Background: an optimization exercise with open tools, aiming at small area, a short achievable clock period and few clock cycles. Do not read the settings as production practice.
Where RTL was checked, it was by simulation tests only, not by an equivalence proof against the original.
Only the layout flow was run in runs 5 and 6; the RTL was not checked for function there.
No activity file was given, so power comes from the tool's default toggle rates.

`flow/design.v`:
```
package fleetPkg;
	localparam int boardSize = 8;
	localparam int fleetDepth = 11;
	typedef enum logic [2:0]
	{
		submarine = 3'd0,
		cruiser = 3'd1,
		seaplane = 3'd2,
		battleship = 3'd3,
		carrier = 3'd4
	} shipKindT;
endpackage
`timescale 1ns/10ps
module shipCellDecoder
(
	input logic [14:0] request,
	output logic [7:0] rowA,
	output logic [7:0] colA,
	output logic [7:0] rowB,
	output logic [7:0] colB,
	output logic onBoard
);
	logic [2:0] kind;
	logic [3:0] x;
	logic [3:0] y;
	logic direction;
	logic [1:0] orientation;
	logic straight;
	logic seaplane;
	logic atLeast2;
	logic atLeast4;
	logic is5;
	logic horizontal;
	logic vertical;
	logic [7:0] xHot;
	logic [7:0] yHot;
	logic [4:1] xStep;
	logic [4:1] yStep;
	logic xFits;
	logic yFits;
	logic seaplaneFits;
	assign kind = request[14:12];
	assign x = request[10:7];
	assign y = request[6:3];
	assign direction = request[2];
	assign orientation = request[1:0];
	assign seaplane = (kind == 3'd2);
	assign straight = (kind == 3'd0) || (kind == 3'd1) || (kind == 3'd3) || (kind == 3'd4);
	assign atLeast2 = (kind == 3'd1) || (kind == 3'd3) || (kind == 3'd4);
	assign atLeast4 = (kind == 3'd3) || (kind == 3'd4);
	assign is5 = (kind == 3'd4);
	assign horizontal = straight && !direction;
	assign vertical = straight && direction;
	assign xStep[1] = horizontal && atLeast2;
	assign xStep[2] = (horizontal && atLeast4) || (seaplane && !orientation[1]);
	assign xStep[3] = horizontal && atLeast4;
	assign xStep[4] = horizontal && is5;
	assign yStep[1] = vertical && atLeast2;
	assign yStep[2] = (vertical && atLeast4) || (seaplane && orientation[1]);
	assign yStep[3] = vertical && atLeast4;
	assign yStep[4] = vertical && is5;
	always_comb
	begin
		for (int i = 0; i < 8; i++)
		begin
			xHot[i] = (x[2:0] == 3'(i));
			yHot[i] = (y[2:0] == 3'(i));
		end
		for (int i = 0; i < 8; i++)
		begin
			colA[i] = xHot[i];
			rowA[i] = yHot[i];
			for (int s = 1; s <= 4; s++)
				if (i >= s)
				begin
					colA[i] = colA[i] || (xStep[s] && xHot[i-s]);
					rowA[i] = rowA[i] || (yStep[s] && yHot[i-s]);
				end
		end
		for (int i = 0; i < 8; i++)
		begin
			rowB[i] = 1'b0;
			colB[i] = 1'b0;
			if (i >= 1)
			begin
				rowB[i] = seaplane && orientation != 2'd1 && yHot[i-1];
				colB[i] = orientation != 2'd3 && xHot[i-1];
			end
			if (i <= 6)
			begin
				rowB[i] = rowB[i] || (seaplane && orientation == 2'd1 && yHot[i+1]);
				colB[i] = colB[i] || (orientation == 2'd3 && xHot[i+1]);
			end
		end
	end
	assign xFits = !(atLeast2 && x[2:0] == 3'd7) && !(atLeast4 && x[2:0] >= 3'd5)
		&& !(is5 && x[2:0] == 3'd4);
	assign yFits = !(atLeast2 && y[2:0] == 3'd7) && !(atLeast4 && y[2:0] >= 3'd5)
		&& !(is5 && y[2:0] == 3'd4);
	always_comb
	begin
		case (orientation)
			2'd0: seaplaneFits = x[2:0] <= 3'd5 && y[2:0] <= 3'd6;
			2'd1: seaplaneFits = x[2:0] <= 3'd5 && y[2:0] >= 3'd1;
			2'd2: seaplaneFits = x[2:0] <= 3'd6 && y[2:0] <= 3'd5;
			default: seaplaneFits = x[2:0] >= 3'd1 && y[2:0] <= 3'd5;
		endcase
	end
	assign onBoard = !x[3] && !y[3] && ((seaplane && seaplaneFits)
		|| (straight && (direction ? yFits : xFits)));
endmodule
`timescale 1ns/10ps
module overlapScanner
(
	input logic player,
	input logic [63:0] shipMask,
	input logic [63:0] occupied0,
	input logic [63:0] occupied1,
	output logic hit
);
	logic hit0;
	logic hit1;
	assign hit0 = |(shipMask & occupied0);
	assign hit1 = |(shipMask & occupied1);
	assign hit = player ? hit1 : hit0;
endmodule
`timescale 1ns/10ps
module fleetStore
(
	input logic clk,
	input logic rstN,
	input logic player,
	input logic writeStrobe,
	input logic [63:0] shipMask,
	output logic [63:0] occupied0,
	output logic [63:0] occupied1,
	output logic fleetFull
);
	logic boardValid;
	logic write0;
	logic write1;
	logic [3:0] count0;
	logic [3:0] count1;
	assign write0 = writeStrobe && !player;
	assign write1 = writeStrobe && player;
	assign fleetFull = player ? (count1 == 4'(fleetPkg::fleetDepth))
		: (count0 == 4'(fleetPkg::fleetDepth));
	always_ff @(posedge clk or negedge rstN)
	begin
		if (!rstN)
		begin
			boardValid <= 1'b0;
			count0 <= '0;
			count1 <= '0;
		end
		else
		begin
			boardValid <= 1'b1;
			if (write0)
				count0 <= count0 + 4'd1;
			if (write1)
				count1 <= count1 + 4'd1;
		end
	end
	always_ff @(posedge clk)
	begin
		occupied0 <= (occupied0 & {64{boardValid}}) | (shipMask & {64{write0}});
		occupied1 <= (occupied1 & {64{boardValid}}) | (shipMask & {64{write1}});
	end
endmodule
`timescale 1ns/10ps
module placementControl
(
	input logic clk,
	input logic rstN,
	input logic enable,
	input logic onBoard,
	input logic fleetFull,
	input logic hit,
	output logic writeStrobe,
	output logic placed,
	output logic borderConflict,
	output logic memoryConflict
);
	logic holding;
	logic placedHeld;
	logic placeNow;
	assign placeNow = onBoard && !fleetFull && !hit;
	assign writeStrobe = enable && !holding && placeNow;
	assign placed = enable && (holding ? placedHeld : placeNow);
	assign borderConflict = enable && !onBoard;
	assign memoryConflict = enable && onBoard && (holding ? !placedHeld : (fleetFull || hit));
	always_ff @(posedge clk or negedge rstN)
	begin
		if (!rstN)
		begin
			holding <= 1'b0;
			placedHeld <= 1'b0;
		end
		else
		begin
			holding <= enable;
			if (!holding)
				placedHeld <= placeNow;
		end
	end
endmodule
`timescale 1ns/10ps
module shipValidator
(
	input logic clk,
	input logic rstN,
	input logic enable,
	input logic [14:0] request,
	output logic placed,
	output logic borderConflict,
	output logic memoryConflict,
	output logic conflict
);
	logic [7:0] rowA;
	logic [7:0] colA;
	logic [7:0] rowB;
	logic [7:0] colB;
	logic onBoard;
	logic [63:0] shipMask;
	logic [63:0] occupied0;
	logic [63:0] occupied1;
	logic fleetFull;
	logic hit;
	logic writeStrobe;
	shipCellDecoder decoder
	(
		.request(request),
		.rowA(rowA),
		.colA(colA),
		.rowB(rowB),
		.colB(colB),
		.onBoard(onBoard)
	);
	always_comb
		for (int r = 0; r < 8; r++)
			for (int c = 0; c < 8; c++)
				shipMask[r*8 + c] = (rowA[r] && colA[c]) || (rowB[r] && colB[c]);
	fleetStore store
	(
		.clk(clk),
		.rstN(rstN),
		.player(request[11]),
		.writeStrobe(writeStrobe),
		.shipMask(shipMask),
		.occupied0(occupied0),
		.occupied1(occupied1),
		.fleetFull(fleetFull)
	);
	overlapScanner scanner
	(
		.player(request[11]),
		.shipMask(shipMask),
		.occupied0(occupied0),
		.occupied1(occupied1),
		.hit(hit)
	);
	placementControl control
	(
		.clk(clk),
		.rstN(rstN),
		.enable(enable),
		.onBoard(onBoard),
		.fleetFull(fleetFull),
		.hit(hit),
		.writeStrobe(writeStrobe),
		.placed(placed),
		.borderConflict(borderConflict),
		.memoryConflict(memoryConflict)
	);
	assign conflict = borderConflict | memoryConflict;
endmodule
```
`flow/run.sh`:
```
#!/bin/bash
# synth_recipe.tcl (not shown) runs the flow's synth.tcl, then flattens the netlist and writes it again
# the make line also repeats each setting of config.mk as NAME=value (left out here)
make -C /OpenROAD-flow-scripts/flow DESIGN_CONFIG=/design/flow/config.mk WORK_HOME=/design/flow/orfs CLKGATE_MAP_FILE= SYNTH_SCRIPT=/design/flow/synth_recipe.tcl finish
```
`flow/config.mk`:
```
export PLATFORM = sky130hd
export DESIGN_NAME = shipValidator
export DESIGN_NICKNAME = shipValidator
export VERILOG_FILES = /design/flow/design.v
export SDC_FILE = /design/flow/constraint.sdc
export NUM_CORES = 4
export LEC_CHECK = 0
export ABC_AREA = 1
export CAP_MARGIN = 20
export CORE_MARGIN = 2
export CORE_UTILIZATION = 65
export PLACE_DENSITY = 0.8
export SETUP_SLACK_MARGIN = 1.0
export SLEW_MARGIN = 20
```
`flow/constraint.sdc`:
```
create_clock -name core_clock -period 6.0 [get_ports {clk}]
set_input_delay 1.2000 -clock core_clock [delete_from_list [all_inputs] [get_ports {clk}]]
set_output_delay 1.2000 -clock core_clock [all_outputs]
set_load 0.01 [all_outputs]
```
==> results of run 1 <==
layout make-up:
class                           instances  area share, %
Multi-Input combinational cell        924          50.47
Sequential cell                       139          31.55
Clock buffer                           19          5.154
Inverter                              117          4.932
Timing Repair Buffer                   48          4.210
Tap cell                              143          1.987
Clock inverter                         13          1.695
cell usage after synthesis, types with 2 or more instances:
| master | number | area share [%] |
|---|---|---|
| dfrtp_1 | 11 | 3.6 |
| nand2_1 | 607 | 30 |
| nand2_4 | 2 | 0.29 |
| nand4_2 | 2 | 0.32 |
| xor2_1 | 2 | 0.23 |
| buf_6 | 8 | 1.2 |
| dfxtp_1 | 128 | 33 |
| buf_2 | 5 | 0.32 |
| xnor2_1 | 2 | 0.23 |
| o21ai_1 | 7 | 0.45 |
| nand3_1 | 30 | 1.9 |
| nor3_1 | 3 | 0.19 |
| nor2_2 | 9 | 0.73 |
| nand3_2 | 5 | 0.65 |
| ha_1 | 2 | 0.32 |
| inv_1 | 102 | 5.0 |
| buf_4 | 2 | 0.19 |
| nand3_4 | 9 | 2.0 |
| o21ai_0 | 99 | 6.4 |
| nand4_1 | 12 | 0.97 |
| a22o_1 | 4 | 0.45 |
| nand2_2 | 13 | 1.1 |
| inv_2 | 14 | 0.68 |
| a21oi_1 | 7 | 0.45 |
| clkbuf_1 | 20 | 0.97 |
| o21ai_2 | 33 | 3.8 |
| nor2_1 | 64 | 3.1 |
| a31oi_1 | 2 | 0.16 |
registers in the layout (all words and copies together) (netlist names):
name                count
store.boardValid        1
store.occupied0        64
store.occupied1        64
control.holding         1
store.count0            4
control.placedHeld      1
store.count1            4
timing repair:
action                     CTS  global route
resized for setup           77            79
setup endpoints to repair    4             3
setup buffers                7             2
gates cloned                 0             1
pin swaps                   12            17
tightest hold or removal path, delay by kind of cell (launching register included):
kind | cells | cell delay, ps
AO/OA/AOI/OAI | 1 | 50
flip-flops | 1 | 320
AND/OR/NAND/NOR | 1 | 40
power groups by stage:
stage | registers [mW] | logic [mW] | clock network [mW]
2_1_floorplan | 0.960 | 0.115 | 0
3_3_place_gp | 0.968 | 0.167 | 0
3_5_place_dp | 0.968 | 0.169 | 0
4_1_cts | 0.948 | 0.179 | 1.10
5_1_grt | 0.950 | 0.210 | 1.13
6_report | 0.948 | 0.195 | 1.09
per-stage QoR:
stage / hold WS [ps] / cell area [sq um] / setup WS (ps) / instances
2_1_floorplan: 425.4 / 7700 / 1840 / 1215
3_3_place_gp: 433.5 / 8033 / 114.3 / 1361
3_5_place_dp: 441.1 / 8033 / 45.26 / 1361
4_1_cts: 454.7 / 8867 / 1001 / 1400
5_1_grt: 471.0 / 9006 / 943.9 / 1403
6_report: 449.0 / 9006 / 1138 / 1403
worst max path at each step:
stage          slack, ps  cells past startpoint             end   startpoint
2_1_floorplan       1840                     23        conflict  request[12]
3_3_place_gp         110                     21        conflict   request[3]
3_5_place_dp          50                     21  memoryConflict   request[3]
4_1_cts             1000                     22          placed   request[9]
5_1_grt              940                     24          placed  request[12]
6_report            1140                     23        conflict  request[12]
cell families (layout without fill, tap and decap cells):
group           Yosys count  after routing  synth area share (%)
simple gates            762            762                 41.89
compound gates          155            155                 12.06
flops                   139            139                 36.85
other cells               1              1               0.04870
buf+inv                 152            197                 8.368
xor+xnor                  4              4                0.4551
fa+ha+maj                 2              2                0.3249
per-layer routing:
| metal | global-route usage (%) | wire length [um] | vias to the layer above |
|---|---|---|---|
| li1 | - | - | 3840 |
| met1 | 42.90 | 8982 | 3579 |
| met2 | 55.65 | 9644 | 317 |
| met3 | 7.177 | 1539 | 69 |
| met4 | 14.80 | 659 | 0 |
| met5 | 0 | 0 | - |
==> impl_metrics.toml, run 1 <==
[yosys]
synth_area_per_cell_sq_um = 6.337
synth_area_sq_mm = 0.007700
ys_seq_area_share_pct = 36.85
synthDistinctLibCells = 39
async_flop_share_pct = 7.914
ys_warn_count = 4
synth-main-ff-cell = "dfxtp_1"
synth_edf_count = 0
synthCells = 1215
ys_seq_elements = 139
syn_nets = 1235

[worst_hold_path]
worstHoldPathType = "reg -> reg"
min_from = "store.occupied1[22]$_DFF_P_"
hold_end = "store.occupied1[22]$_DFF_P_"
hold_depth = 2

[power]
p_leak_nw = 4.066
p_comb_share_pct = 8.7
sw_frac_of_total_pct = 26.18
totalPowerFinal_mw = 2.230
cellInternalPower_mw = 1.647
pwr-share-clk_pct = 48.8
power_frac_seq_pct = 42.5
p_sw_mw = 0.5838
cellPowerDensity_mw_per_mm2 = 247.6
peakVddDrop_v = 0.0002468

[worst_setup_path]
path_cells = "buf_4 > nor2_2 > nand2_2 > nand2_4 > nand2_1 > nand2_1 > nand2_1 > nand3_4 > nand2_2 > nand2_2 > nand2_1 > nand2_1 > nor2_2 > nand2_2 > nor2_1 > nand2_1 > nor2_2 > nor2_2 > nor2_4 > nand2_1 > nand2_2 > nand2_1 > dlygate4sd2_1"
worst-r2r-cell-count = 6
r2r-end = "store.occupied1[2]$_DFF_P_"
critPathKind = "in -> out"
critPathBufInv = 2
cpMaxStageDelayCell = "dlygate4sd2_1"
crit_family = "simple AND/OR/NAND/NOR gates"
crit_arrival_ps = 3660
max_stage_delay_ps = 270
cp-start-kind = "primary input"
crit_path_frequent_cell = "nand2_1"
r2r-start = "store.count1[0]$_DFFE_PN0N_"
crit_required_ps = 4800
rrSetupSlack_ps = 3700
cp_max_fo = 8
end_kind = "output port"

[clock_network]
cts_tree = "done"
cts_buffer_depth = 2
postCtsHoldBufs = 0
cts_made_buffers = 17
h-tree-depth = 4
clkSlewWorstSetupHoldPaths_ps = 60
clock-root-buffer = "clkbuf_16"
clkSinkCount = 139
clock_latency_ps = 430

[detailed_routing]
vias = 7805
drtAntennaViolNets = 0
drtPass1Iterations = 6
drt_wl_total_um = 20830
wire_per_inst_um = 14.84
drc = 0
avgViaCountPerCell = 5.563
drtIter0Drc = 901

[flow_run]
cap_violations = 0

[floorplan]
die_x_um = 112.8
die_h_um = 112.8
die-area_sq_mm = 0.01273
rows = 39
coreArea_sq_mm = 0.01147
io_pins = 22
start_util_pct = 67.15

[sta]
worst_slew_pin_slew_ps = 787.0
finalSetupTns_ps = 0
fmax_mhz = 205.7
period_minus_slack_ps = 4862
hold_viol = 0
finalCritPeriodShare_pct = 81.04
skew_ps = 11.92
rsz0062_at_grt = "no"
setup_viol = 0
slew_violations = 0
max-slew-margin-rel_pct = 47.13

[final_layout]
multi_input_area_sq_mm = 0.004546
fill_cells = 873
final_cell_mix = "nand2_1 (569), dfxtp_1 (128), o21ai_0 (99)"
nNetsFinal = 1267
mostFrequentLayoutCell = "nand2_1"
fin_util_pct = 78.54
syn2layout_area_growth_pct = 16.96
regArea_sq_mm = 0.002841
diodes = 0
drive_above_1_share_pct = 19.37

[grt]
overflow = 0
grt_max_degree = 69
grt_first_pass_wirelength_um = 34520
antenna_found_initial = 0
first_global_vias = 7316
grt_usage_pct = 33.77

[status]
status = "finished clean"

[placement]
io_buffers = 21
place_congestion = 0.9549
dp_hpwl_um = 13880
Testbench counts, summed over its fixed seeds: cycles 4,608.
==> run 2: changes to the inputs <==
--- a/flow/config.mk
+++ b/flow/config.mk
@@ -9,6 +9,6 @@
 export CAP_MARGIN = 20
 export CORE_MARGIN = 2
-export CORE_UTILIZATION = 65
-export PLACE_DENSITY = 0.8
-export SETUP_SLACK_MARGIN = 1.0
+export CORE_UTILIZATION = 40
+export PLACE_DENSITY = 0.6
+export SETUP_SLACK_MARGIN = 1.5
 export SLEW_MARGIN = 20
==> run 2 against run 1 <==
  * Register-to-register slack worse by 80 ps
  * Critical path depth grew 1
  * Total power is 1.6% lower
  * Utilization decreased by 27 points
  * Clock power fell by 6%
  * Synthesized area stayed put
  * Non-clock buffer count grew 18
  * Critical path type unchanged
  * Largest cell class unchanged
  * Highest routed layer unchanged
==> impl_metrics.toml, run 2 <==
[status]
status = "finished clean"

[worst_setup_path]
worst-r2r-cell-count = 15
critPathKind = "in -> out"
cp.depth = 24
timing.critical_path.from = "request[14]"
crit_family = "simple AND/OR/NAND/NOR gates"
end_kind = "output port"
critPathBufInv = 5
cp-endpoint = "conflict"
cp_max_fo = 8
path_cells = "buf_6 > inv_4 > nand3_4 > inv_2 > nand2_1 > nand2_2 > nand2_2 > nand3_4 > buf_6 > nand2_2 > nand2_2 > nand2_1 > nand2_1 > nor2_1 > nand2_1 > nor2_2 > nand2_2 > nor2_4 > nor2_4 > nor2_4 > nand2_2 > nand2_2 > nand2_1 > buf_2"
crit_arrival_ps = 3470
max_stage_delay_ps = 180
r2r-start = "store.occupied1[0]$_DFF_P_"
rrSetupSlack_ps = 3620
cpMaxStageDelayCell = "buf_6"
cp-start-kind = "primary input"
crit_required_ps = 4800
r2r-end = "store.occupied0[34]$_DFF_P_"
crit_path_frequent_cell = "nand2_2"

[clock_network]
cts_tree = "done"
clkSlewWorstSetupHoldPaths_ps = 60
clkSinkCount = 139
cts_made_buffers = 17
clock_latency_ps = 420
cts_buffer_depth = 2
postCtsHoldBufs = 0
clock-root-buffer = "clkbuf_16"
h-tree-depth = 4

[floorplan]
die_x_um = 142.7
io_pins = 22
coreArea_sq_mm = 0.01877
die-area_sq_mm = 0.02038
rows = 50
start_util_pct = 41.03
die_h_um = 142.7

[sta]
slew_violations = 0
max-slew-margin-rel_pct = 43.13
fin_ws_ps = 1328
worst_slew_pin_slew_ps = 846.5
timing.hold.ws_ps = 451.1
hold_viol = 0
fmax_mhz = 214.0
period_minus_slack_ps = 4672
rsz0062_at_grt = "yes"
finalCritPeriodShare_pct = 77.87
skew_ps = 10.07
setup_viol = 0
finalSetupTns_ps = 0

[grt]
overflow = 0
grt_max_degree = 77
grt_usage_pct = 22.70
grt_first_pass_wirelength_um = 36670
antenna_found_initial = 0
first_global_vias = 7230

[yosys]
synthCells = 1215
synth.area.top_cells = "dfxtp_1 (33%), nand2_1 (30%), o21ai_0 (6.4%), inv_1 (5.0%), o21ai_2 (3.8%)"
synth-main-ff-cell = "dfxtp_1"
ys_seq_area_share_pct = 36.85
ys_seq_elements = 139
ys_warn_count = 4
syn_nets = 1235
synth_edf_count = 0
async_flop_share_pct = 7.914
synth_area_sq_mm = 0.007700
synthTopCellsByCount = "nand2_1 (607), dfxtp_1 (128), inv_1 (102)"
synth_area_leader_cell = "dfxtp_1"
synth.most_common_cell = "nand2_1"
yosysTopAreaCellShare_pct = 33.28
synthDistinctLibCells = 39
synth_area_per_cell_sq_um = 6.337

[final_layout]
regArea_sq_mm = 0.002841
fill_cells = 1892
mostFrequentLayoutCell = "nand2_1"
syn2layout_area_growth_pct = 25.09
drive_above_1_share_pct = 25.18
multi_input_area_sq_mm = 0.004891
top_regs = "store.occupied0 x64, store.occupied1 x64"
diodes = 0
final_area_sq_mm = 0.009632
nNetsFinal = 1286
final_cell_mix = "nand2_1 (530), dfxtp_1 (128), o21ai_0 (99)"

[placement]
place_congestion = 0.8914
dp_hpwl_um = 15060
dp_slack_ps = 126.9
place_area_sq_mm = 0.008189
io_buffers = 21

[detailed_routing]
drc = 0
drtAntennaViolNets = 0
drtIter0Drc = 507
drtPass1Iterations = 6
vias = 7634
wire_per_inst_um = 14.67
drt_wl_total_um = 22190
avgViaCountPerCell = 5.046

[worst_hold_path]
min_from = "store.occupied1[1]$_DFF_P_"
worstHoldPathType = "reg -> reg"

[power]
p_comb_share_pct = 10.4
power_frac_seq_pct = 43.2
sw_frac_of_total_pct = 27.01
p_leak_nw = 4.295
peakVddDrop_v = 0.0002039
p_sw_mw = 0.5927
totalPowerFinal_mw = 2.195
cellInternalPower_mw = 1.602
cellPowerDensity_mw_per_mm2 = 227.9
pwr-share-clk_pct = 46.4

[flow_run]
cap_violations = 0
[run 2: power groups by stage]
stage,logic [mW],registers (mW),clock network (mW)
final,0.228,0.948,1.02
after global routing,0.246,0.949,1.07
after floorplan,0.115,0.960,0
after CTS,0.214,0.948,1.04
after global placement,0.174,0.968,0
after detailed placement,0.174,0.967,0
[run 2: worst min-delay path by stage]
| stage | end | slack (ps) | cells past startpoint |
|---|---|---|---|
| 2_1_floorplan | store.occupied0[10]$_DFF_P_ | 430 | 2 |
| 3_3_place_gp | store.occupied1[35]$_DFF_P_ | 430 | 2 |
| 3_5_place_dp | store.occupied1[54]$_DFF_P_ | 440 | 2 |
| 4_1_cts | store.occupied1[54]$_DFF_P_ | 450 | 2 |
| 5_1_grt | store.occupied1[54]$_DFF_P_ | 470 | 2 |
| 6_report | store.occupied1[1]$_DFF_P_ | 450 | 2 |
[run 2: kinds of logic (layout without fill, tap and decap cells)]
family,Yosys count,count (layout),synth area share [%]
flops,139,139,36.85
xor+xnor,4,4,0.4551
buf+inv,152,215,8.368
simple gates,762,763,41.89
other cells,1,1,0.04870
fa+ha+maj,2,2,0.3249
compound gates,155,155,12.06
[run 2: what timing repair did]
action	4_1_cts	5_1_grt
gates resized for setup	241	44
endpoints found under the setup margin	4	3
cloned	0	1
setup buffers	19	5
pin swaps	53	32
[run 2: layer usage]
layer  vias up  global-route usage [%]  wire (um)
met5         -                       0          0
met4         0                   7.035        433
met3        41                   3.991       1034
met2       189                   37.58      10450
met1      3519                   30.20      10280
li1       3885                       -          -
[run 2: per-stage QoR]
stage          util, %  cells
2_1_floorplan        -   1215
3_3_place_gp     43.63   1456
3_5_place_dp     43.63   1456
4_1_cts          50.30   1507
5_1_grt          51.32   1513
6_report         51.32   1513
[run 2: final cells by class]
cell class              count  share of cell area, %
clock inverters            13                  1.208
inverters                 117                  4.793
multi-input cells         925                  50.78
clock buffers              19                  4.703
flip-flops and latches    139                  29.50
repair buffers             66                  5.976
well taps                 234                  3.040
[run 2: tightest hold or removal path: stages, from the launching register on]
cell and delay [ps]:
dfxtp_1 320, nand2_1 40, o21ai_0 50
==> run 3: changes to the inputs <==
--- a/flow/config.mk
+++ b/flow/config.mk
@@ -10,5 +10,8 @@
 export CORE_MARGIN = 2
 export CORE_UTILIZATION = 40
+export CTS_BUF_LIST = sky130_fd_sc_hd__clkbuf_8
+export CTS_CLUSTER_DIAMETER = 40
+export CTS_CLUSTER_SIZE = 10
 export PLACE_DENSITY = 0.6
-export SETUP_SLACK_MARGIN = 1.5
+export SETUP_SLACK_MARGIN = 1.0
 export SLEW_MARGIN = 20
==> run 3 against run 2 <==
  * Still clean on timing, DRC and antenna
  * Global-route usage shrank 0.48 points
  * Combinational power shrank 11%
  * Fmax shrank 2.6%
  * First-iteration DRC count grew 2.4%
  * Wire length shrank 3.2%
  * Worst hold slack gained 4.9 ps
  * Sequential share of layout area grew 1.8 points
  * Critical endpoint is now placed
  * Largest power group is now registers
==> impl_metrics.toml, run 3 <==
[final_layout]
nNetsFinal = 1273
mostFrequentLayoutCell = "nand2_1"
final_cell_mix = "nand2_1 (559), dfxtp_1 (128), o21ai_0 (99)"
syn2layout_area_growth_pct = 18.05
fill_cells = 1974
top_regs = "store.occupied0 x64, store.occupied1 x64"
regArea_sq_mm = 0.002841
diodes = 0
drive_above_1_share_pct = 21.17
multi_input_area_sq_mm = 0.004693

[grt]
gr-usage-met3_pct = 4.460
grt.met2_usage_pct = 36.11
busiest_layer = "met2"
grt_use_met1_pct = 29.66
grt_max_degree = 77
grt_usage_pct = 22.22
antenna_found_initial = 0
first_global_vias = 7036
overflow = 0
grt_first_pass_wirelength_um = 35810

[sta]
worst_slew_pin_slew_ps = 869.3
rsz0062_at_grt = "no"
max-slew-margin-rel_pct = 41.60
slew_violations = 0
finalSetupTns_ps = 0
skew_ps = 9.556
fmax_mhz = 208.5
setup_viol = 0
hold_viol = 0
finalCritPeriodShare_pct = 79.95
fin_ws_ps = 1203
period_minus_slack_ps = 4797

[yosys]
synth_edf_count = 0
synth-main-ff-cell = "dfxtp_1"
synth_area_leader_cell = "dfxtp_1"
synth-xor-area-share_pct = 0.4550
syn_nets = 1235
synth-simple-area-share_pct = 41.89
synth_top_family_by_area = "simple AND/OR/NAND/NOR gates"
synth_fa_ha_area_share_pct = 0.3250
ys_seq_elements = 139
synthDistinctLibCells = 39
synth_area_sq_mm = 0.007700
ys_seq_area_share_pct = 36.85
yosysTopAreaCellShare_pct = 33.28
synth.area.top_cells = "dfxtp_1 (33%), nand2_1 (30%), o21ai_0 (6.4%), inv_1 (5.0%), o21ai_2 (3.8%)"
ys_warn_count = 4
synthCells = 1215
synth_mux_area_share_pct = 0
synthTopCellsByCount = "nand2_1 (607), dfxtp_1 (128), inv_1 (102)"
synth.most_common_cell = "nand2_1"
async_flop_share_pct = 7.914
synth_area_per_cell_sq_um = 6.337
synth_compound_area_share_pct = 12.06

[power]
p_comb_share_pct = 10.7
power_frac_seq_pct = 50.1
peakVddDrop_v = 0.0001519
p_sw_mw = 0.5422
cellPowerDensity_mw_per_mm2 = 207.6
cellInternalPower_mw = 1.345
sw_frac_of_total_pct = 28.73
p_leak_nw = 4.078
pwr-share-clk_pct = 39.1

[worst_setup_path]
critPathBufInv = 6
max_stage_delay_ps = 280
cp-endpoint = "placed"
crit_required_ps = 4800
worst-r2r-cell-count = 14
r2r-end = "store.occupied0[63]$_DFF_P_"
cp.depth = 22
r2r-start = "store.occupied1[0]$_DFF_P_"
cp-start-kind = "primary input"
cp_max_fo = 8
rrSetupSlack_ps = 3700
cpMaxStageDelayCell = "dlygate4sd2_1"
critPathKind = "in -> out"
crit_path_frequent_cell = "nand2_1"
crit_family = "simple AND/OR/NAND/NOR gates"
timing.critical_path.from = "request[3]"
path_cells = "dlygate4sd2_1 > inv_4 > nor3_4 > buf_4 > nand3_1 > nand2_1 > inv_2 > nand3_4 > nand2_4 > nand2_4 > nand2_1 > nand2_1 > nor2_1 > nand2_1 > nor2_2 > nand2_2 > inv_2 > nand2_2 > nand2_4 > nand3_2 > a21oi_2 > buf_2"
crit_arrival_ps = 3600
end_kind = "output port"

[detailed_routing]
drt_wl_total_um = 21470
drtPass1Iterations = 5
avgViaCountPerCell = 4.978
wire_per_inst_um = 14.32
drtIter0Drc = 519
vias = 7467
drtAntennaViolNets = 0
drc = 0

[clock_network]
cts_made_buffers = 17
clock-root-buffer = "clkbuf_8"
cts_tree = "done"
clkSlewWorstSetupHoldPaths_ps = 70
h-tree-depth = 4
cts_buffer_depth = 2
clkSinkCount = 139
clock_latency_ps = 450

[flow_run]
cap_violations = 0

[floorplan]
die_h_um = 142.7
rows = 50
start_util_pct = 41.03
coreArea_sq_mm = 0.01877
die-area_sq_mm = 0.02038
io_pins = 22
die_x_um = 142.7

[worst_hold_path]
worstHoldPathType = "reg -> reg"
hold_depth = 2

[placement]
dp_hpwl_um = 15060
dp_slack_ps = 126.9
place_congestion = 0.8914
io_buffers = 21

[status]
status = "finished clean"
run 3: changes by cell type in the layout (fill, tap and decap cells not counted), sizes merged:
cell and change:
buf -23, clkbuf +7, clkdlybuf4s15 +1, clkinv -1, dlygate4sd2 +3, inv +1
nand2 -1
run 3: cells by family (layout without fill, tap and decap cells):
kind of cell,Yosys count,count (layout)
compound gates,155,155
fa+ha+maj,2,2
buf+inv,152,203
flops,139,139
other cells,1,1
xor+xnor,4,4
simple gates,762,762
run 3: area by class of cell:
cell class,instances,area share [%]
Sequential cell,139,31.26
Clock buffer,19,2.877
Tap cell,234,3.221
Timing Repair Buffer,54,4.845
Inverter,117,4.886
Multi-Input combinational cell,924,51.63
Clock inverter,13,1.280
run 3: metal layers:
metal	wire length (um)	part of all wire [%]
met1	9935	46
met2	9932	46
met3	1113	5.2
met4	490	2.3
met5	0	0
run 3: power by group through the flow:
stage,combinational (mW),sequential [mW],clock [mW]
floorplan,0.115,0.960,0
global placement,0.174,0.968,0
detailed placement,0.174,0.967,0
CTS,0.195,0.946,0.759
global route,0.221,0.948,0.797
finish,0.202,0.946,0.739
run 3: through the flow:
stage | power [mW] | cell area, sq um | hold slack, ps | util [%] | cells
2_1_floorplan | 1.075 | 7700 | 425.4 | - | 1215
3_3_place_gp | 1.141 | 8189 | 433.7 | 43.63 | 1456
3_5_place_dp | 1.142 | 8189 | 440.5 | 43.63 | 1456
4_1_cts | 1.900 | 8972 | 457.9 | 47.81 | 1499
5_1_grt | 1.965 | 9090 | 473.1 | 48.43 | 1500
6_report | 1.887 | 9090 | 456.1 | 48.43 | 1500
run 3: worst min path at each step:
stage	start	end	slack, ps
after floorplan	store.occupied0[10]$_DFF_P_	store.occupied0[10]$_DFF_P_	430
after CTS	store.occupied1[54]$_DFF_P_	store.occupied1[54]$_DFF_P_	460
after global placement	store.occupied1[35]$_DFF_P_	store.occupied1[35]$_DFF_P_	430
after global routing	store.occupied1[54]$_DFF_P_	store.occupied1[54]$_DFF_P_	470
final	store.occupied1[54]$_DFF_P_	store.occupied1[54]$_DFF_P_	460
after detailed placement	store.occupied1[54]$_DFF_P_	store.occupied1[54]$_DFF_P_	440
run 3: timing repair:
item                       4_1_cts  5_1_grt
hold buffers                     0        0
gates resized for setup        127       56
setup buffers                   11        1
setup endpoints to repair        4        3
pin swaps                       27       19
run 3: worst min-delay path: stages, from the launching register on:
cell and delay (ps):
dfxtp_1 330, nand2_1 60, o21ai_2 50
==> run 4: changes to the inputs <==
==> flow/flow/run.sh (new file) <==
#!/bin/bash
# The standard layout, except that the port buffers are sky130_fd_sc_hd__buf_4
# cells rather than the delay buffers buffer_ports picks by default (timing repair
# keeps each cell's footprint, so it never swaps those out).
set -euo pipefail
export BUFFER_PORTS_ARGS="-buffer_cell sky130_fd_sc_hd__buf_4"
bash standard.sh "BUFFER_PORTS_ARGS=-buffer_cell sky130_fd_sc_hd__buf_4" finish > standard_finish.log 2>&1
==> flow/standard.sh (new file) <==
#!/bin/bash
# synth_recipe.tcl (not shown) runs the flow's synth.tcl, then flattens the netlist and writes it again
# the make line also repeats each setting of config.mk as NAME=value (left out here)
make -C /OpenROAD-flow-scripts/flow DESIGN_CONFIG=/design/flow/config.mk WORK_HOME=/design/flow/orfs CLKGATE_MAP_FILE= SYNTH_SCRIPT=/design/flow/synth_recipe.tcl "${@:-finish}"
removed: flow/run.sh
==> run 4 against run 3 <==
  * Flip-flop and latch count stayed put
  * Cell area is 2.4% lower
  * Utilization is 1.2 points lower
  * Count of clock-buffer cells in the layout is 2 lower
  * Global-route usage is 0.41 points lower
  * Fmax is 0.69% lower
  * Largest cell class unchanged
  * Largest power group unchanged
  * Highest routed layer unchanged
==> impl_metrics.toml, run 4 <==
[worst_setup_path]
cp_max_fo = 12
critPathKind = "in -> out"
crit_required_ps = 4800
r2r-start = "store.occupied0[0]$_DFF_P_"
crit_arrival_ps = 3630
cp-start-kind = "primary input"
timing.critical_path.from = "request[12]"
end_kind = "output port"

[status]
status = "finished clean"

[detailed_routing]
drc = 0
wire_per_inst_um = 14.32
drtPass1Iterations = 5
drtAntennaViolNets = 0
drtIter0Drc = 573
avgViaCountPerCell = 4.975
vias = 7393
drt_wl_total_um = 21280

[floorplan]
die_h_um = 142.7
io_pins = 22
die-area_sq_mm = 0.02038
start_util_pct = 41.03
die_x_um = 142.7
coreArea_sq_mm = 0.01877
rows = 50

[yosys]
synth_area_per_cell_sq_um = 6.337
ys_seq_elements = 139
synthDistinctLibCells = 39
synth_area_leader_cell = "dfxtp_1"
ys_seq_area_share_pct = 36.85
yosysTopAreaCellShare_pct = 33.28
synthTopCellsByCount = "nand2_1 (607), dfxtp_1 (128), inv_1 (102)"
ys_warn_count = 4
synth_area_sq_mm = 0.007700
synthCells = 1215
async_flop_share_pct = 7.914
syn_nets = 1235
synth_edf_count = 0
synth-main-ff-cell = "dfxtp_1"
synth.most_common_cell = "nand2_1"
synth.area.top_cells = "dfxtp_1 (33%), nand2_1 (30%), o21ai_0 (6.4%), inv_1 (5.0%), o21ai_2 (3.8%)"

[placement]
io_buffers = 21
dp.cells = 1440
dp_hpwl_um = 14790
place_area_sq_mm = 0.008016
place_congestion = 0.9047
dp_slack_ps = 737.7

[power]
peakVddDrop_v = 0.0001507
totalPowerFinal_mw = 1.929
cellPowerDensity_mw_per_mm2 = 217.5
p_leak_nw = 3.973

[clock_network]
postCtsHoldBufs = 0
clock-root-buffer = "clkbuf_8"
cts_tree = "done"
h-tree-depth = 4
clock_latency_ps = 470
clkSlewWorstSetupHoldPaths_ps = 80
cts_made_buffers = 17
clkSinkCount = 139
cts_buffer_depth = 2

[sta]
max-slew-margin-rel_pct = 36.40
rsz0062_at_grt = "no"
fin_ws_ps = 1170
finalCritPeriodShare_pct = 80.50
worst_slew_pin_slew_ps = 954.0
setup_viol = 0
slew_violations = 0
finalSetupTns_ps = 0
timing.hold.ws_ps = 456.4
fmax_mhz = 207.0
period_minus_slack_ps = 4830
skew_ps = 14.89
hold_viol = 0

[final_layout]
nNetsFinal = 1259
mostFrequentLayoutCell = "nand2_1"
fill_cells = 1959
fin_util_pct = 47.27
final_cell_mix = "nand2_1 (574), dfxtp_1 (128), inv_1 (100)"
finalNonFillerCells = 1486
final_area_sq_mm = 0.008872
drive_above_1_share_pct = 19.09
syn2layout_area_growth_pct = 15.23
top_regs = "store.occupied0 x64, store.occupied1 x64"
diodes = 0

[flow_run]
cap_violations = 0

[worst_hold_path]
worstHoldPathType = "reg -> reg"
min_from = "store.occupied0[11]$_DFF_P_"

[grt]
overflow = 0
first_global_vias = 6777
grt_max_degree = 94
antenna_found_initial = 0
grt_usage_pct = 21.81
grt_first_pass_wirelength_um = 34900
run 4: timing repair:
item,CTS,global route
hold endpoints to repair,0,0
setup endpoints to repair,2,3
setup buffers,1,13
pin swaps,2,18
resized for setup,10,90
run 4: logic make-up after synthesis:
family | synth area share, %
xor gates and xnor gates | 0.4551
and+or+nand+nor | 41.89
adders and majority gates | 0.3249
other | 0.04870
buffers and inverters | 8.368
AOI/OAI and AO/OA | 12.06
DFF | 36.85
run 4: final timing paths:
kind / to / slack, ps / depth (start not counted)
hold reg to reg: store.occupied0[11]$_DFF_P_ / 460 / 2
max in group asynchronous: store.boardValid$_DFF_PN0_ / 5270 / 1
setup reg to reg: store.count1[1]$_DFFE_PN0N_ / 3480 / 15
hold / removal: store.occupied0[11]$_DFF_P_ / 460 / 2
min in group asynchronous: control.placedHeld$_DFF_PN0_ / 550 / 1
setup / recovery: placed / 1170 / 25
run 4: layout make-up:
type / instances / area (sq um) / area share (%)
Timing Repair Buffer: 40 / 340.3 / 3.836
Multi-Input combinational cell: 924 / 4558 / 51.37
Clock buffer: 17 / 234.0 / 2.637
Clock inverter: 15 / 166.4 / 1.876
Tap cell: 234 / 292.8 / 3.300
Inverter: 117 / 439.2 / 4.950
Sequential cell: 139 / 2841 / 32.03
run 4: per-layer routing:
layer / GRT usage, % / vias to the layer above / share of wire, %
met5: 0 / - / 0
met2: 34.94 / 190 / 46
met4: 6.045 / 0 / 1.4
met3: 4.292 / 45 / 5.5
met1: 29.99 / 3336 / 47
li1: - / 3822 / -
run 4: power breakdown:
group / switching [mW] / internal, mW / leakage, nW
Combinational: 0.139 / 0.0581 / 2.60
Sequential: 0.0123 / 0.932 / 1.17
Clock: 0.411 / 0.378 / 0.199
Total: 0.562 / 1.37 / 3.97
run 4: critical path, stage by stage:
cell and delay (ps):
buf_4 140, inv_2 70, nand2_1 60, nand2_2 80
nor2_1 60, buf_6 140, nand2_2 90, nand2_4 80
nand2_2 80, nand3_4 120, buf_4 170, nand2_1 70
nand2_2 80, nand2_1 60, nand2_1 50, nor2_2 130
nand2_1 90, inv_1 50, nand2_1 100, nor2_2 140
nand2_2 80, nand2_4 110, nand3_2 90, a21oi_2 150
buf_4 130
==> run 5: changes to the inputs <==
--- a/flow/design.v
+++ b/flow/design.v
@@ -163,9 +163,41 @@
 		end
 	end
+	logic [63:0] next0;
+	logic [63:0] next1;
+	for (genvar i = 0; i < 64; i++)
+	begin : bitCell
+		occupancyNext next0Cell
+		(
+			.occupied(occupied0[i]),
+			.valid(boardValid),
+			.mask(shipMask[i]),
+			.write(write0),
+			.next(next0[i])
+		);
+		occupancyNext next1Cell
+		(
+			.occupied(occupied1[i]),
+			.valid(boardValid),
+			.mask(shipMask[i]),
+			.write(write1),
+			.next(next1[i])
+		);
+	end
 	always_ff @(posedge clk)
 	begin
-		occupied0 <= (occupied0 & {64{boardValid}}) | (shipMask & {64{write0}});
-		occupied1 <= (occupied1 & {64{boardValid}}) | (shipMask & {64{write1}});
-	end
+		occupied0 <= next0;
+		occupied1 <= next1;
+	end
+endmodule
+`timescale 1ns/10ps
+module occupancyNext
+(
+	input logic occupied,
+	input logic valid,
+	input logic mask,
+	input logic write,
+	output logic next
+);
+	assign next = (occupied && valid) || (mask && write);
 endmodule
 `timescale 1ns/10ps
==> flow/run.sh (new file) <==
#!/bin/bash
# synth_recipe.tcl (not shown) runs the flow's synth.tcl, then flattens the netlist and writes it again
# the make line also repeats each setting of config.mk as NAME=value (left out here)
make -C /OpenROAD-flow-scripts/flow DESIGN_CONFIG=/design/flow/config.mk WORK_HOME=/design/flow/orfs CLKGATE_MAP_FILE= SYNTH_SCRIPT=/design/flow/synth_recipe.tcl finish
--- a/flow/config.mk
+++ b/flow/config.mk
@@ -10,8 +10,7 @@
 export CORE_MARGIN = 2
 export CORE_UTILIZATION = 40
-export CTS_BUF_LIST = sky130_fd_sc_hd__clkbuf_8
-export CTS_CLUSTER_DIAMETER = 40
-export CTS_CLUSTER_SIZE = 10
 export PLACE_DENSITY = 0.6
 export SETUP_SLACK_MARGIN = 1.0
 export SLEW_MARGIN = 20
+export SYNTH_HIERARCHICAL = 1
+export SYNTH_MINIMUM_KEEP_SIZE = 0
removed: flow/flow/run.sh
removed: flow/standard.sh
==> run 5 against run 4 <==
  * Total power increased by 18%
  * Via count up 2.3%
  * Worst setup slack got worse by 85 ps
  * Highest routed layer unchanged
  * Register-to-register slack got worse by 160 ps
  * Synthesized area shrank 2.7%
  * Count of clock-buffer cells in the layout is the same
  * Critical path type unchanged
  * Die area fell by 2.7%
  * Still clean
  * Largest cell class unchanged
==> impl_metrics.toml, run 5 <==
[status]
status = "finished clean"

[detailed_routing]
drtPass1Iterations = 7
drc = 0
vias = 7562
drtIter0Drc = 503
drtAntennaViolNets = 0
wire_per_inst_um = 14.20
avgViaCountPerCell = 4.891
drt_wl_total_um = 21960

[worst_setup_path]
cpMaxStageDelayCell = "bufbuf_16"
critPathKind = "in -> out"
cp-start-kind = "primary input"
end_kind = "output port"
path_cells = "buf_8 > inv_6 > buf_6 > o21ai_4 > nand2_2 > buf_4 > o211ai_1 > bufbuf_16 > nand2_1 > nand2_2 > nand2_1 > nand2_1 > nor2_1 > nand2_1 > nor2_1 > nand3_2 > nor2_2 > nor2_2 > nor2_2 > a21oi_2 > dlygate4sd2_1"
crit_required_ps = 4800
cp_max_fo = 8
max_stage_delay_ps = 320
crit_path_frequent_cell = "nand2_1"
crit_arrival_ps = 3710

[yosys]
syn_nets = 1260
synthTopCellsByCount = "nand2_1 (847), dfxtp_1 (128), nor2_1 (73)"
ys_warn_count = 10
synth_area_leader_cell = "nand2_1"
synth.area.top_cells = "nand2_1 (42%), dfxtp_1 (34%), buf_6 (4.8%), dfrtp_1 (3.7%), nor2_1 (3.7%)"
synth.most_common_cell = "nand2_1"
synth_edf_count = 0
async_flop_share_pct = 7.914
synthDistinctLibCells = 36
yosysTopAreaCellShare_pct = 42.46
synthCells = 1240
synth-main-ff-cell = "dfxtp_1"
ys_seq_area_share_pct = 37.89
synth_area_per_cell_sq_um = 6.039
synth_area_sq_mm = 0.007488
ys_seq_elements = 139

[power]
p_leak_nw = 4.781
peakVddDrop_v = 0.0002055
cellPowerDensity_mw_per_mm2 = 248.3

[grt]
first_global_vias = 6946
grt_usage_pct = 22.43
grt_max_degree = 69
overflow = 0
antenna_found_initial = 0
grt_first_pass_wirelength_um = 35290

[final_layout]
syn2layout_area_growth_pct = 22.44
final_cell_mix = "nand2_1 (769), dfxtp_1 (128), nand2_2 (71)"
drive_above_1_share_pct = 19.89
nNetsFinal = 1319
finalNonFillerCells = 1546
diodes = 0
final_area_sq_mm = 0.009169
mostFrequentLayoutCell = "nand2_1"
fill_cells = 1911
fin_util_pct = 49.51
top_regs = "store.occupied0 x64, store.occupied1 x64"

[sta]
slew_violations = 0
hold_viol = 0
finalCritPeriodShare_pct = 81.91
rsz0062_at_grt = "yes"
period_minus_slack_ps = 4915
skew_ps = 9.251
worst_slew_pin_slew_ps = 717.4
finalSetupTns_ps = 0
fmax_mhz = 203.5
setup_viol = 0
max-slew-margin-rel_pct = 52.17

[floorplan]
die_h_um = 140.8
die-area_sq_mm = 0.01983
die_x_um = 140.8
start_util_pct = 40.44
rows = 50
io_pins = 22
coreArea_sq_mm = 0.01852

[placement]
io_buffers = 21
place_congestion = 0.9176
place_area_sq_mm = 0.007918
dp.cells = 1497
dp_hpwl_um = 14470

[worst_hold_path]
worstHoldPathType = "reg -> reg"

[clock_network]
clock_latency_ps = 430
cts_tree = "done"
clkSlewWorstSetupHoldPaths_ps = 60
postCtsHoldBufs = 0
clkSinkCount = 139
cts_buffer_depth = 2
clock-root-buffer = "clkbuf_16"
cts_made_buffers = 17
h-tree-depth = 4

[flow_run]
cap_violations = 0
-- run 5: routing by layer --
layer  global-route usage (%)  vias up  wire length, um
met4                    7.211        0              447
met2                    36.07      217             9813
li1                         -     3899                -
met1                    30.43     3413            10650
met3                    4.348       33             1047
met5                        0        -                0
-- run 5: report_power, final --
part,switching (mW),internal [mW],total [mW]
registers,0.0192,0.937,0.956
clock network,0.443,0.661,1.10
logic,0.138,0.0789,0.217
-- run 5: worst max-delay path, delay by kind of cell --
kind	cells	cell delay (ps)
buffers and inverters	6	1000
AND/OR/NAND/NOR	12	970
AO/OA/AOI/OAI	3	550
-- run 5: logic make-up (layout without fill, tap and decap cells) --
family                   Yosys count  in the layout  share of synthesized area [%]
AO/OA/AOI/OAI                     34             34                          2.757
AND/OR/NAND/NOR                  981            981                          51.29
XOR/XNOR                           2              2                         0.2340
flip-flops                       139            139                          37.89
buffers and inverters             81            153                          7.435
other                              1              1                        0.05008
adder cells (fa/ha/maj)            2              2                         0.3341
-- run 5: layout make-up --
cell class / count / area, sq um / share of cell area (%)
flip-flops and latches: 139 / 2841 / 30.99
repair buffers: 74 / 655.6 / 7.151
inverters: 47 / 196.4 / 2.142
clock inverters: 15 / 186.4 / 2.033
multi-input cells: 1020 / 4571 / 49.85
well taps: 234 / 292.8 / 3.193
clock buffers: 17 / 425.4 / 4.640
-- run 5: per-module statistics from Yosys, one instance, submodules excluded --
module / copies in the design / area (sq um) / cells inside / flops+latches
occupancyNext: 128 / 11.26 / 3 / 0
overlapScanner: 1 / 945.9 / 249 / 0
shipCellDecoder: 1 / 877.1 / 184 / 0
shipValidator: 1 / 1089 / 227 / 0
fleetStore: 1 / 3028 / 183 / 137
placementControl: 1 / 107.6 / 13 / 2
-- run 5: through the flow --
stage               setup slack (ps)  power [mW]  hold slack, ps
finish                          1085       2.277           450.7
global route                   942.9       2.357           464.9
CTS                             1002       2.266           452.7
detailed placement             98.73       1.154           438.7
global placement               114.6       1.153           435.4
floorplan                       1683       1.093           425.8
-- run 5: worst paths after layout --
check	to	start	slack [ps]	cells after the start
max reg2reg	store.count1[2]$_DFFE_PN0P_	store.occupied1[16]$_DFF_P_	3320	17
max	memoryConflict	request[12]	1090	21
min	store.occupied1[31]$_DFF_P_	store.occupied1[31]$_DFF_P_	450	2
min in group asynchronous	store.boardValid$_DFF_PN0_	rstN	1120	1
max in group asynchronous	store.boardValid$_DFF_PN0_	rstN	4480	1
min reg2reg	store.occupied1[31]$_DFF_P_	store.occupied1[31]$_DFF_P_	450	2
-- run 5: repair_timing --
item | CTS | global route
endpoints found under the setup margin | 3 | 3
pin swaps | 19 | 54
setup buffers | 8 | 9
endpoints found under the hold margin | 0 | 0
resized for setup | 97 | 145
gates cloned | 0 | 0
==> run 6: changes to the inputs <==
--- a/flow/config.mk
+++ b/flow/config.mk
@@ -6,5 +6,4 @@
 export NUM_CORES = 4
 export LEC_CHECK = 0
-export ABC_AREA = 1
 export CAP_MARGIN = 20
 export CORE_MARGIN = 2
==> run 6 against run 5 <==
  * Global-route usage rose by 2.9 points
  * Clock skew rose by 0.76 ps
  * Utilization increased by 8.9 points
  * Non-clock buffer count rose by 149
  * Synthesized area decreased by 13%
  * Die area is 12% lower
  * Wire length increased by 1.0%
  * Critical path depth is 4 lower
  * Synthesized cell count is 50% lower
  * Sequential share of layout area is 0.49 points lower
  * Count of clock-buffer cells in the layout up 4
  * Fmax decreased by 17%
==> impl_metrics.toml, run 6 <==
[status]
status = "finished clean"

[sta]
timing.hold.ws_ps = 487.3
fmax_mhz = 168.4
worst_slew_pin_slew_ps = 1190
setup_viol = 0
skew_ps = 10.01
fin_ws_ps = 60.28
hold_viol = 0
rsz0062_at_grt = "yes"
finalCritPeriodShare_pct = 99.00
slew_violations = 0
period_minus_slack_ps = 5940
max-slew-margin-rel_pct = 20.48
finalSetupTns_ps = 0

[worst_setup_path]
critPathBufInv = 6
crit_family = "compound AO/OA/AOI/OAI gates"
path_cells = "buf_6 > buf_6 > a31oi_4 > o31a_1 > buf_4 > nand2_2 > o21a_4 > buf_12 > a22o_1 > buf_4 > a221oi_1 > nand4_1 > nor4_2 > a21oi_2 > or4b_4 > a21boi_2 > buf_2"
rrSetupSlack_ps = 3040
crit_arrival_ps = 4740
cp_max_fo = 9
end_kind = "output port"
r2r-end = "store.occupied0[24]$_DFF_P_"
cp-start-kind = "primary input"
r2r-start = "store.occupied1[29]$_DFF_P_"
cpMaxStageDelayCell = "or4b_4"
max_stage_delay_ps = 540
crit_required_ps = 4800
critPathKind = "in -> out"
worst-r2r-cell-count = 10

[clock_network]
clkSlewWorstSetupHoldPaths_ps = 60
cts_made_buffers = 17
clkSinkCount = 139
h-tree-depth = 4
clock-root-buffer = "clkbuf_16"
clock_latency_ps = 420
cts_tree = "done"
cts_buffer_depth = 2

[placement]
dp_slack_ps = -1045
io_buffers = 21
place_congestion = 0.9077
place_area_sq_mm = 0.008070
dp_hpwl_um = 15080

[detailed_routing]
drtAntennaViolNets = 0
drc = 0
drtIter0Drc = 629
drt_wl_total_um = 22180
vias = 6398
drtPass1Iterations = 5
avgViaCountPerCell = 6.134
wire_per_inst_um = 21.27

[worst_hold_path]
worstHoldPathType = "reg -> reg"
hold_depth = 1
hold_end = "store.occupied0[1]$_DFF_P_"
min_from = "store.occupied0[1]$_DFF_P_"

[yosys]
ys_seq_elements = 139
synth.area.top_cells = "dfxtp_1 (39%), a22o_1 (28%), dfrtp_1 (4.2%), a22oi_1 (3.2%), buf_6 (2.9%)"
synth_area_leader_cell = "dfxtp_1"
synthDistinctLibCells = 64
syn_nets = 639
synthCells = 619
synth-main-ff-cell = "dfxtp_1"
synth_edf_count = 0
yosysTopAreaCellShare_pct = 39.26
synth.most_common_cell = "a22o_1"
ys_seq_area_share_pct = 43.48
synthTopCellsByCount = "a22o_1 (208), dfxtp_1 (128), a22oi_1 (28)"
ys_warn_count = 10
synth_area_sq_mm = 0.006526
synth_area_per_cell_sq_um = 10.54
async_flop_share_pct = 7.914

[final_layout]
regArea_sq_mm = 0.002841
drive_above_1_share_pct = 39.78
mostFrequentLayoutCell = "a22o_1"
final_cell_mix = "a22o_1 (201), buf_4 (186), dfxtp_1 (128)"
top_regs = "store.occupied0 x64, store.occupied1 x64"
syn2layout_area_growth_pct = 42.75
fill_cells = 1328
nNetsFinal = 835
multi_input_area_sq_mm = 0.003804
diodes = 0
final_area_sq_mm = 0.009316

[floorplan]
io_pins = 22
die_x_um = 131.7
coreArea_sq_mm = 0.01594
rows = 46
die-area_sq_mm = 0.01735
die_h_um = 131.7
start_util_pct = 40.94

[grt]
grt_usage_pct = 25.30
overflow = 0
first_global_vias = 6366
grt_first_pass_wirelength_um = 34790
antenna_found_initial = 0
grt_max_degree = 103

[flow_run]
cap_violations = 0

[power]
p_leak_nw = 3.933
cellPowerDensity_mw_per_mm2 = 241.5
peakVddDrop_v = 0.0001947
## run 6: how the worst max path moves through the flow
stage,depth (start not counted),endpoint,start,slack [ps]
after floorplan,14,placed,request[12],810
after global placement,17,placed,request[14],-1020
after detailed placement,16,placed,request[14],-1050
after CTS,17,placed,request[14],210
after global routing,16,placed,request[13],50
final,17,placed,request[13],60
## run 6: power breakdown
| group | internal (mW) | switching [mW] |
|---|---|---|
| Clock | 0.599 | 0.402 |
| Sequential | 0.938 | 0.0235 |
| Combinational | 0.139 | 0.147 |
| Total | 1.68 | 0.573 |
## run 6: timing repair
item,4_1_cts,5_1_grt
cloned,2,0
pin swaps,36,16
gates resized for setup,143,13
setup buffers,21,4
endpoints found under the setup margin,139,3
endpoints found under the hold margin,0,0
hold buffers,0,0
## run 6: modules after synthesis, one instance, submodules excluded
| module | area [sq um] | flip-flops and latches | copies in the design |
|---|---|---|---|
| overlapScanner | 634.4 | 0 | 1 |
| placementControl | 102.6 | 2 | 1 |
| shipCellDecoder | 819.5 | 0 | 1 |
| occupancyNext | 8.758 | 0 | 128 |
| fleetStore | 3028 | 137 | 1 |
| shipValidator | 820.8 | 0 | 1 |
## run 6: layer usage
layer | vias up | GRT usage (%) | share of wire [%]
met1 | 3134 | 32.27 | 43
li1 | 2909 | - | -
met2 | 292 | 41.51 | 47
met5 | - | 0 | 0
met4 | 0 | 11.47 | 3.9
met3 | 63 | 5.037 | 6.5
## run 6: logic make-up after synthesis
kind of cell,share of synthesized area [%]
compound gates,38.40
flops,43.48
simple gates,10.30
buf+inv,5.291
xor+xnor,1.170
fa+ha+maj,0.6901
mux,0.6135
other cells,0.05746
## run 6: area by class of cell
cell class                      instances  share of cell area (%)
Inverter                                4                  0.1612
Clock inverter                         10                  0.9938
Timing Repair Buffer                  223                   19.57
Clock buffer                           21                   5.050
Multi-Input combinational cell        430                   40.83
Tap cell                              216                   2.901
Sequential cell                       139                   30.50
## run 6: stage by stage
| stage | util, % | std cells | total power, mW |
|---|---|---|---|
| 3_3_place_gp | 50.62 | 985 | 1.205 |
| 4_1_cts | 57.99 | 1039 | 2.249 |
| 2_1_floorplan | - | 619 | 1.105 |
| 3_5_place_dp | 50.62 | 985 | 1.215 |
| 5_1_grt | 58.44 | 1043 | 2.323 |
| 6_report | 58.44 | 1043 | 2.250 |
==> run 7: changes to the inputs <==
--- a/flow/design.v
+++ b/flow/design.v
@@ -163,41 +163,9 @@
 		end
 	end
-	logic [63:0] next0;
-	logic [63:0] next1;
-	for (genvar i = 0; i < 64; i++)
-	begin : bitCell
-		occupancyNext next0Cell
-		(
-			.occupied(occupied0[i]),
-			.valid(boardValid),
-			.mask(shipMask[i]),
-			.write(write0),
-			.next(next0[i])
-		);
-		occupancyNext next1Cell
-		(
-			.occupied(occupied1[i]),
-			.valid(boardValid),
-			.mask(shipMask[i]),
-			.write(write1),
-			.next(next1[i])
-		);
-	end
 	always_ff @(posedge clk)
 	begin
-		occupied0 <= next0;
-		occupied1 <= next1;
-	end
-endmodule
-`timescale 1ns/10ps
-module occupancyNext
-(
-	input logic occupied,
-	input logic valid,
-	input logic mask,
-	input logic write,
-	output logic next
-);
-	assign next = (occupied && valid) || (mask && write);
+		occupied0 <= (occupied0 & {64{boardValid}}) | (shipMask & {64{write0}});
+		occupied1 <= (occupied1 & {64{boardValid}}) | (shipMask & {64{write1}});
+	end
 endmodule
 `timescale 1ns/10ps
==> flow/flow/run.sh (new file) <==
#!/bin/bash
# Standard synthesis, then the combinational logic mapped again for area with
# ABC (registers and their names untouched), then the standard layout steps.
set -euo pipefail
work=$(pwd)
R=$work/orfs/results/$FLOW_PLATFORM/shipValidator/base
bash standard.sh synth > standard_synth.log 2>&1
cp "$R/1_2_yosys.v" "$work/standard_1_2_yosys.v"
set -a; eval "$(make -s -C "$FLOW_HOME" DESIGN_CONFIG="$FLOW_CONFIG" print-LIB_FILES print-DONT_USE_CELLS print-ABC_DRIVER_CELL print-ABC_LOAD_IN_FF 2>/dev/null | sed -n 's/^\([A-Z_]*\): *\(.*[^ ]\) *$/\1="\2"/p')"; set +a
bash flow/remap.sh "$work/flow/abc.script" "$work/standard_1_2_yosys.v" "$R/1_2_yosys.v" > remap.log 2>&1
rm -f "$R/1_synth.odb" "$R/1_synth.sdc"
bash standard.sh finish > standard_finish.log 2>&1
==> flow/flow/abc.script (new file) <==
strash
&get -n
&st
&syn2
&dch -f
&nf
&put
buffer -c
upsize -c
dnsize -c
==> flow/flow/cellmodels.py (new file) <==
#!/usr/bin/env python3
"""Write Verilog models of the liberty's combinational cells (for techmap), so
a mapped netlist's logic can be mapped again. Sequential cells are left out and
stay as they are. usage: cellmodels.py LIB OUT.v"""
import re
import sys

lib = open(sys.argv[1]).read()
out = []
pos = 0
for m in re.finditer(r'\n\s*cell\s*\(\s*"?([\w]+)"?\s*\)\s*\{', lib):
    pass
starts = [(m.start(), m.group(1)) for m in re.finditer(r'\n\s*cell\s*\(\s*"?([\w]+)"?\s*\)\s*\{', lib)]
for i, (s, name) in enumerate(starts):
    e = starts[i + 1][0] if i + 1 < len(starts) else len(lib)
    body = lib[s:e]
    if name.endswith("conb_1") or re.search(r"\n\s*(ff|latch|statetable)\s*\(", body):
        continue
    pins = []
    for pm in re.finditer(r'\n\s*pin\s*\(\s*"?(\w+)"?\s*\)\s*\{', body):
        ps = pm.end()
        # pin body up to next pin( or end
        nxt = re.search(r'\n\s*pin\s*\(', body[ps:])
        pb = body[ps:ps + nxt.start()] if nxt else body[ps:]
        d = re.search(r'direction\s*:\s*"?(\w+)"?', pb)
        f = re.search(r'\n\s*function\s*:\s*"([^"]*)"', pb)
        pins.append((pm.group(1), d.group(1) if d else None, f.group(1) if f else None))
    ins = [p for p, d, f in pins if d == 'input']
    outs = [(p, f) for p, d, f in pins if d == 'output']
    if not outs or any(f is None for p, f in outs):
        continue
    if any(d not in ('input', 'output') for p, d, f in pins):
        continue
    ports = ins + [p for p, f in outs]
    out.append(f"module {name} ({', '.join(ports)});")
    for p in ins:
        out.append(f"  input {p};")
    for p, f in outs:
        expr = f.replace('!', '~')
        expr = re.sub(r'\)\s+\(', ') & (', expr)
        out.append(f"  output {p};")
        out.append(f"  assign {p} = {expr};")
    out.append("endmodule")
open(sys.argv[2], 'w').write("\n".join(out) + "\n")
==> flow/flow/remap.sh (new file) <==
#!/bin/bash
# Maps the combinational logic of the standard synthesis's netlist again with
# the ABC script in $1, leaving every register cell and its name as it is.
# usage: remap.sh ABC_SCRIPT NETLIST_IN NETLIST_OUT [ABC_D_PS]
set -euo pipefail
here=$(cd "$(dirname "$0")" && pwd)
lib=$(echo $LIB_FILES | awk '{print $1}')
script=$1; in=$2; out=$3; dps=${4:-}
python3 "$here/cellmodels.py" "$lib" remap_cells.v
dontuse=""
for c in $DONT_USE_CELLS; do dontuse="$dontuse -dont_use $c"; done
printf 'set_driving_cell %s\nset_load %s\n' "$ABC_DRIVER_CELL" "$ABC_LOAD_IN_FF" > remap.constr
darg=""
[[ -n "$dps" ]] && darg="-D $dps"
cat > remap.ys <<EOY
read_liberty -lib $lib
read_verilog -defer $in
hierarchy -top $FLOW_TOP
techmap -map remap_cells.v
techmap
opt -fast
opt -purge
abc -liberty $lib $dontuse -script $script -constr remap.constr $darg
splitnets
opt_clean -purge
hilomap -singleton -hicell sky130_fd_sc_hd__conb_1 HI -locell sky130_fd_sc_hd__conb_1 LO
insbuf -buf sky130_fd_sc_hd__buf_4 A X
check -assert -mapped
tee -o remap_stat.txt stat -liberty $lib
rename -hide w:*\$func\$*
write_verilog -noattr -nohex -nodec $out
EOY
yosys -s remap.ys
==> flow/standard.sh (new file) <==
#!/bin/bash
# synth_recipe.tcl (not shown) runs the flow's synth.tcl, then flattens the netlist and writes it again
# the make line also repeats each setting of config.mk as NAME=value (left out here)
make -C /OpenROAD-flow-scripts/flow DESIGN_CONFIG=/design/flow/config.mk WORK_HOME=/design/flow/orfs CLKGATE_MAP_FILE= SYNTH_SCRIPT=/design/flow/synth_recipe.tcl "${@:-finish}"
--- a/flow/config.mk
+++ b/flow/config.mk
@@ -6,10 +6,9 @@
 export NUM_CORES = 4
 export LEC_CHECK = 0
+export ABC_AREA = 1
 export CAP_MARGIN = 20
 export CORE_MARGIN = 2
 export CORE_UTILIZATION = 40
 export PLACE_DENSITY = 0.6
-export SETUP_SLACK_MARGIN = 1.0
+export SETUP_SLACK_MARGIN = 1.5
 export SLEW_MARGIN = 20
-export SYNTH_HIERARCHICAL = 1
-export SYNTH_MINIMUM_KEEP_SIZE = 0
removed: flow/run.sh
==> run 7 against run 6 <==
  * Still clean
  * Cell area up 8.7%
  * Synthesized area up 4.7%
  * Register-to-register slack better by 360 ps
  * Critical path depth unchanged
  * Wire length up 25%
  * Flip-flop and latch count unchanged
  * Non-clock buffer count up 31
  * Worst hold slack worse by 39 ps
  * Die area up 4.6%
  * Count of clock-buffer cells in the layout down 4
==> impl_metrics.toml, run 7 <==
[power]
totalPowerFinal_mw = 2.369
peakVddDrop_v = 0.0002150
cellPowerDensity_mw_per_mm2 = 233.9
p_leak_nw = 3.618

[floorplan]
die_x_um = 134.7
die_h_um = 134.7
start_util_pct = 41.06
io_pins = 22
rows = 47
coreArea_sq_mm = 0.01664
die-area_sq_mm = 0.01815

[sta]
period_minus_slack_ps = 5687
hold_viol = 0
skew_ps = 10.90
worst_slew_pin_slew_ps = 933.2
setup_viol = 0
max-slew-margin-rel_pct = 37.79
rsz0062_at_grt = "yes"
finalSetupTns_ps = 0
slew_violations = 0
fmax_mhz = 175.8
fin_ws_ps = 312.8
finalCritPeriodShare_pct = 94.79
timing.hold.ws_ps = 448.8

[placement]
io_buffers = 21
dp_slack_ps = -524.0
dp.cells = 1217
dp_hpwl_um = 17170
place_congestion = 0.8959
place_area_sq_mm = 0.008628

[worst_setup_path]
critPathBufInv = 5
worst-r2r-cell-count = 11
cpMaxStageDelayCell = "a222oi_1"
critPathKind = "in -> out"
end_kind = "output port"
crit_required_ps = 4800
cp-start-kind = "primary input"
max_stage_delay_ps = 510
path_cells = "buf_2 > and3b_2 > o21ai_2 > buf_6 > a21oi_1 > nor3_2 > buf_12 > o22ai_1 > a222oi_1 > nand3_1 > nor4_2 > and4_4 > o21ai_1 > a21boi_4 > buf_6 > nor3b_2 > buf_2"
cp.depth = 17
cp_max_fo = 13
crit_family = "simple AND/OR/NAND/NOR gates"
crit_arrival_ps = 4490

[yosys]
synth_area_sq_mm = 0.006834
synthCells = 858
synth_area_per_cell_sq_um = 7.965
ys_warn_count = 4
syn_nets = 876

[final_layout]
finalNonFillerCells = 1289
nNetsFinal = 1074
drive_above_1_share_pct = 34.05
syn2layout_area_growth_pct = 48.24
final_area_sq_mm = 0.01013
diodes = 0
top_regs = "store.occupied0 x64, store.occupied1 x64"
mostFrequentLayoutCell = "buf_4"
final_cell_mix = "buf_4 (195), nand2_1 (154), dfxtp_1 (128)"
fin_util_pct = 60.88

[clock_network]
cts_buffer_depth = 2
postCtsHoldBufs = 0
cts_made_buffers = 17
clock-root-buffer = "clkbuf_16"
clock_latency_ps = 440
clkSlewWorstSetupHoldPaths_ps = 70
clkSinkCount = 139
cts_tree = "done"
h-tree-depth = 4

[status]
status = "finished clean"

[detailed_routing]
drtAntennaViolNets = 0
avgViaCountPerCell = 6.050
vias = 7799
drtIter0Drc = 820
drc = 0
drt_wl_total_um = 27650
drtPass1Iterations = 9
wire_per_inst_um = 21.45

[flow_run]
cap_violations = 0

[worst_hold_path]
worstHoldPathType = "reg -> reg"
hold_depth = 2

[grt]
overflow = 0
grt_first_pass_wirelength_um = 41030
first_global_vias = 7432
gr-usage-met3_pct = 5.893
grt_use_met1_pct = 38.95
grt_usage_pct = 29.34
grt.met2_usage_pct = 45.01
antenna_found_initial = 0
busiest_layer = "met2"
grt_max_degree = 89
run 7: final cells by class:
cell class | instances | area, sq um
Fill cell | 1418 | 6511
Multi-Input combinational cell | 626 | 4129
Sequential cell | 139 | 2841
Timing Repair Buffer | 254 | 2217
Clock buffer | 17 | 425.4
Tap cell | 220 | 275.3
Clock inverter | 15 | 175.2
Inverter | 18 | 67.56
run 7: worst min-delay path: cells and delay by family (launching register included):
| kind | cells | cell delay (ps) |
|---|---|---|
| and+or+nand+nor | 1 | 50 |
| DFF | 1 | 310 |
| AOI/OAI and AO/OA | 1 | 50 |
run 7: final timing paths:
path,end,startpoint,slack (ps)
setup / recovery,placed,request[12],310
hold / removal,store.occupied0[4]$_DFF_P_,store.occupied0[4]$_DFF_P_,450
setup reg to reg,store.occupied1[22]$_DFF_P_,store.occupied1[22]$_DFF_P_,3400
hold reg to reg,store.occupied0[4]$_DFF_P_,store.occupied0[4]$_DFF_P_,450
max in group asynchronous,store.boardValid$_DFF_PN0_,rstN,4490
min in group asynchronous,control.placedHeld$_DFF_PN0_,rstN,1100
run 7: metal layers:
layer | wire, um | vias to the layer above
li1 | - | 3600
met1 | 11650 | 3695
met2 | 12290 | 396
met3 | 2218 | 108
met4 | 1495 | 0
met5 | 0 | -
run 7: report_power, final:
group	switching, mW	internal (mW)	leakage [nW]
Sequential	0.0145	0.934	1.16
Clock	0.489	0.595	0.289
Combinational	0.179	0.157	2.16
run 7: repair_timing:
| action | CTS | global route |
|---|---|---|
| cloned | 4 | 5 |
| setup buffers | 14 | 17 |
| hold endpoints to repair | 0 | 0 |
| pin swaps | 34 | 12 |
| gates resized for setup | 123 | 57 |
| setup endpoints to repair | 140 | 119 |
Testbench counts of run 7, summed over its fixed seeds: cycles 4,608.

==> port drivers added, routing unchanged <==
The results above use ideal ports. As a check the final layouts listed here were re-extracted and re-timed, cells and wires unchanged. Step 1 (the two cells are an assumption about what drives the block):
set clk [get_ports {clk}]
set_driving_cell -lib_cell sky130_fd_sc_hd__clkbuf_16 $clk
set_driving_cell -lib_cell sky130_fd_sc_hd__buf_2 [delete_from_list [all_inputs] $clk]
Step 2 adds t to the input delays and takes it off the output delays; t is the mean of the earliest and latest rising clock arrival at the registers after step 1. Input paths then give back, and output paths get back, about the clock's delay inside the block. Slacks: no drivers / after step 1 / after step 2; pairs: no drivers / after step 1.
run | t, ns | slack for setup (ns) | latest minus earliest clock arrival (ns) | cell pins on the clock port's net
run 1 | 0.473 | 1.138 / 1.110 / 1.110 | 0.012 / 0.012 | 1
run 2 | 0.460 | 1.328 / 1.269 / 1.269 | 0.010 / 0.010 | 1
run 3 | 0.485 | 1.203 / 1.186 / 1.186 | 0.009 / 0.009 | 1
run 4 | 0.500 | 1.170 / 1.149 / 1.149 | 0.015 / 0.015 | 1
run 5 | 0.471 | 1.085 / 1.037 / 1.037 | 0.009 / 0.009 | 1
run 6 | 0.458 | 0.060 / -0.015 / -0.015 | 0.010 / 0.010 | 1
run 7 | 0.481 | 0.313 / 0.278 / 0.278 | 0.011 / 0.011 | 1
Met with ideal ports but missed after step 2: setup timing in run 6. The setup slack of run 6, which loses most, moves by -0.075 ns with the drivers and by -0.075 ns with both steps.
